This design comes from an exercise in tuning for small area, a short achievable clock period and few clock cycles per item on the open sky130 flow, not from production work.
Where RTL was checked, it was by simulation tests only, not by an equivalence proof against the original.

rev 12:
## launch_grid_block_splitter
module launch_grid_block_splitter (
  input  logic         clk,
  input  logic         rst_n,
  input  logic         in_tvalid,
  output logic         in_tready,
  input  logic [191:0] in_tdata,
  input  logic         in_tuser,
  output logic         out_tvalid,
  input  logic         out_tready,
  output logic [191:0] out_tdata,
  input  logic         cfg_valid,
  output logic         cfg_ready,
  input  logic [2:0]   cfg_index,
  input  logic [30:0]  cfg_data
);
For scale: ~590 flip-flops, about 49000 um2 of cells after synthesis.
clock: 12.5 ns
lec_check: 0
cap_margin: 50
core_margin: 2
core_utilization: 40
setup_slack_margin: 5
slew_margin: 50
run.sh (not shown) runs the stock make flow with config.mk's settings and CLKGATE_MAP_FILE= SYNTH_SCRIPT=/design/flow/synth_recipe.tcl, a recipe that flattens the netlist after the stock synthesis.
--- input diff rev 12..rev 13 ---
- SETUP_SLACK_MARGIN removed (was 5)
- CAP_MARGIN changed from 50 to 20
- SLEW_MARGIN changed from 50 to 20
Notes after the runs:
| setup TNS after final layout | rev 12 vs rev 13 | ≈ equal |
Of rev 12 and rev 13, the run reporting the lower clock skew was rev 13.
Of rev 12 and rev 13, the lower wire length of the first global-routing pass belongs to rev 13.
The capture point of the critical path comes out x_r[13] in one run and c_amb_r in the other, namely in rev 13 and rev 12 respectively.
| number of nets in the layout | rev 13 vs rev 12 | ≈ equal |
No run of this note included a check of the RTL's function; only the layout flow was run.

---

Another version of the RTL of launch_grid_block_splitter (not shown whole).
Size: roughly 6,000 cells after synthesis, roughly 430 I/O pins, ~49,000 um2 of cells after synthesis.
## launch_grid_block_splitter
module launch_grid_block_splitter (
  input  logic         clk,
  input  logic         rst_n,
  input  logic         in_tvalid,
  output logic         in_tready,
  input  logic [191:0] in_tdata,
  input  logic         in_tuser,
  output logic         out_tvalid,
  input  logic         out_tready,
  output logic [191:0] out_tdata,
  input  logic         cfg_valid,
  output logic         cfg_ready,
  input  logic [2:0]   cfg_index,
  input  logic [30:0]  cfg_data
);
  localparam logic [4:0]
    S_IDLE  = 5'd0,  S_DLOAD = 5'd1,  S_DCHK  = 5'd2,  S_EXTM  = 5'd3,
    S_EXTW  = 5'd4,  S_EXTC  = 5'd5,  S_TDIV  = 5'd6,  S_TDIVW = 5'd7,
    S_TCEIL = 5'd8,  S_THR   = 5'd9,  S_THRW  = 5'd10, S_THRR  = 5'd11,
    S_GLOOP = 5'd12, S_RINIT = 5'd13, S_RHO   = 5'd14, S_FSH   = 5'd15,
    S_AMUL  = 5'd16, S_AMULW = 5'd17, S_ADIV  = 5'd18, S_ADIVW = 5'd19,
    S_ASET  = 5'd20, S_FIN   = 5'd21, S_ZERO  = 5'd22, S_DONE  = 5'd23,
    S_DACT  = 5'd24, S_EXTS  = 5'd25, S_THRM  = 5'd26;
  localparam logic [1:0] OP_SQ = 2'd0, OP_MUL = 2'd1, OP_DIV = 2'd2;
  localparam logic [1:0] GU_IDLE = 2'd0, GU_ABS = 2'd1, GU_ITER = 2'd2;
  function automatic logic [5:0] msb_idx(input logic [33:0] v);
  ...
==> flow/config.mk <==
export PLATFORM = sky130hd
export DESIGN_NAME = launch_grid_block_splitter
export DESIGN_NICKNAME = launch_grid_block_splitter
export VERILOG_FILES = /design/flow/design.v
export SDC_FILE = /design/flow/constraint.sdc
export NUM_CORES = 4
export LEC_CHECK = 0
export CAP_MARGIN = 50
export CORE_MARGIN = 2
export CORE_UTILIZATION = 40
export SLEW_MARGIN = 50
export SETUP_SLACK_MARGIN = 7.5
export BUFFER_PORTS_ARGS = -buffer_cell sky130_fd_sc_hd__buf_1
==> flow/constraint.sdc <==
create_clock -name core_clock -period 12.5 [get_ports {clk}]
set_input_delay 2.5000 -clock core_clock [delete_from_list [all_inputs] [get_ports {clk}]]
set_output_delay 2.5000 -clock core_clock [all_outputs]
set_load 0.01 [all_outputs]
standard.sh (not shown) runs the stock make flow with config.mk's settings and CLKGATE_MAP_FILE= SYNTH_SCRIPT=/design/flow/synth_recipe.tcl, a recipe that flattens the netlist after the stock synthesis.
==> flow/flow/run.sh <==
#!/bin/bash
set -euo pipefail
SETUP_MARGIN=7.5
cp standard.sh standard.sh.txt
grep -v '^export SETUP_SLACK_MARGIN\|^export BUFFER_PORTS_ARGS' config.mk > config.mk.new
echo "export SETUP_SLACK_MARGIN = ${SETUP_MARGIN}" >> config.mk.new
echo "export BUFFER_PORTS_ARGS = -buffer_cell sky130_fd_sc_hd__buf_1" >> config.mk.new
mv config.mk.new config.mk
bash standard.sh > standard.log 2>&1
Testbench counts at the start, summed over its fixed seeds: cycles 53,545, items 320.
Change:
--- a/flow/flow/run.sh
+++ b/flow/flow/run.sh
@@ -2,3 +2,3 @@
 set -euo pipefail
-SETUP_MARGIN=7.5
+SETUP_MARGIN=6
 cp standard.sh standard.sh.txt
--- a/flow/config.mk
+++ b/flow/config.mk
@@ -11,3 +11,3 @@
 export SLEW_MARGIN = 50
-export SETUP_SLACK_MARGIN = 7.5
+export SETUP_SLACK_MARGIN = 6
 export BUFFER_PORTS_ARGS = -buffer_cell sky130_fd_sc_hd__buf_1
Outcome:
- cell count went down by 2.2%
- global-route usage falls by 0.53 points
- via count is lower by about 1.2%
Change:
--- a/flow/flow/run.sh
+++ b/flow/flow/run.sh
@@ -2,3 +2,3 @@
 set -euo pipefail
-SETUP_MARGIN=6
+SETUP_MARGIN=8
 cp standard.sh standard.sh.txt
--- a/flow/config.mk
+++ b/flow/config.mk
@@ -11,3 +11,3 @@
 export SLEW_MARGIN = 50
-export SETUP_SLACK_MARGIN = 6
+export SETUP_SLACK_MARGIN = 8
 export BUFFER_PORTS_ARGS = -buffer_cell sky130_fd_sc_hd__buf_1
The changed run finished clean.
Routed wire length went up by 7.5%.
Flip-flop and latch count does not change.
Final cell count went up by 3.8%.
Core utilization went up by 5.3 points.
Fmax went up by 23%.
Worst hold slack degrades by 0.018 ns.
Setup slack improves by 1.2 ns.
Change:
--- a/flow/flow/run.sh
+++ b/flow/flow/run.sh
@@ -2,3 +2,3 @@
 set -euo pipefail
-SETUP_MARGIN=8
+SETUP_MARGIN=7
 cp standard.sh standard.sh.txt
--- a/flow/config.mk
+++ b/flow/config.mk
@@ -11,3 +11,3 @@
 export SLEW_MARGIN = 50
-export SETUP_SLACK_MARGIN = 8
+export SETUP_SLACK_MARGIN = 7
 export BUFFER_PORTS_ARGS = -buffer_cell sky130_fd_sc_hd__buf_1
Setup slack is worse by 0.23 ns.
Die area does not change.
Maximum frequency falls by a few percent.
Register-to-register slack is worse by 0.23 ns.
Design area falls by a little under a tenth.
Via count falls by a few percent.
Clock-buffer cell count rises by 1.
Cell count falls by a few percent.

## port drivers added, routing unchanged
The results above use ideal ports. As a check the final layouts listed here were re-extracted and re-timed, cells and wires unchanged.
Step 1, drivers: a clkbuf_16 drives clk and a buf_2 each remaining input, both assumed.
Step 2 times the ports against the registers' clock, not the clock port: input delays grow and output delays shrink by t, the midpoint of the rising clock arrivals with the driver on.
Three values: ideal, step 1, step 2; two values: the first two.
| run | t (ns) | setup slack, ns | hold slack, ns | worst register clock-pin slew, ns | cell pins on the clock port's net |
|---|---|---|---|---|---|
| rev 12 | 0.754 | 5.921 / 5.921 / 5.921 | 0.446 / 0.446 / 0.446 | 0.08 / 0.08 | 1 |
| rev 13 | 0.749 | 5.605 / 5.605 / 5.605 | 0.445 / 0.445 / 0.445 | 0.07 / 0.07 | 1 |
| the first run of note 2 | 0.744 | 7.329 / 7.329 / 6.833 | 0.438 / 0.438 / 0.438 | 0.09 / 0.09 | 1 |
| the second run of note 2 | 0.739 | 6.184 / 6.184 / 6.184 | 0.443 / 0.443 / 0.443 | 0.07 / 0.07 | 1 |
| the third run of note 2 | 0.750 | 7.355 / 7.355 / 7.164 | 0.425 / 0.425 / 0.425 | 0.07 / 0.07 | 1 |
| the fourth run of note 2 | 0.781 | 7.126 / 7.126 / 6.604 | 0.444 / 0.444 / 0.444 | 0.07 / 0.07 | 1 |
After both steps every run listed still meets setup and hold. For the fourth run of note 2, which loses most, drivers alone change the setup slack by 0.000 ns; drivers and shift together by -0.522 ns.
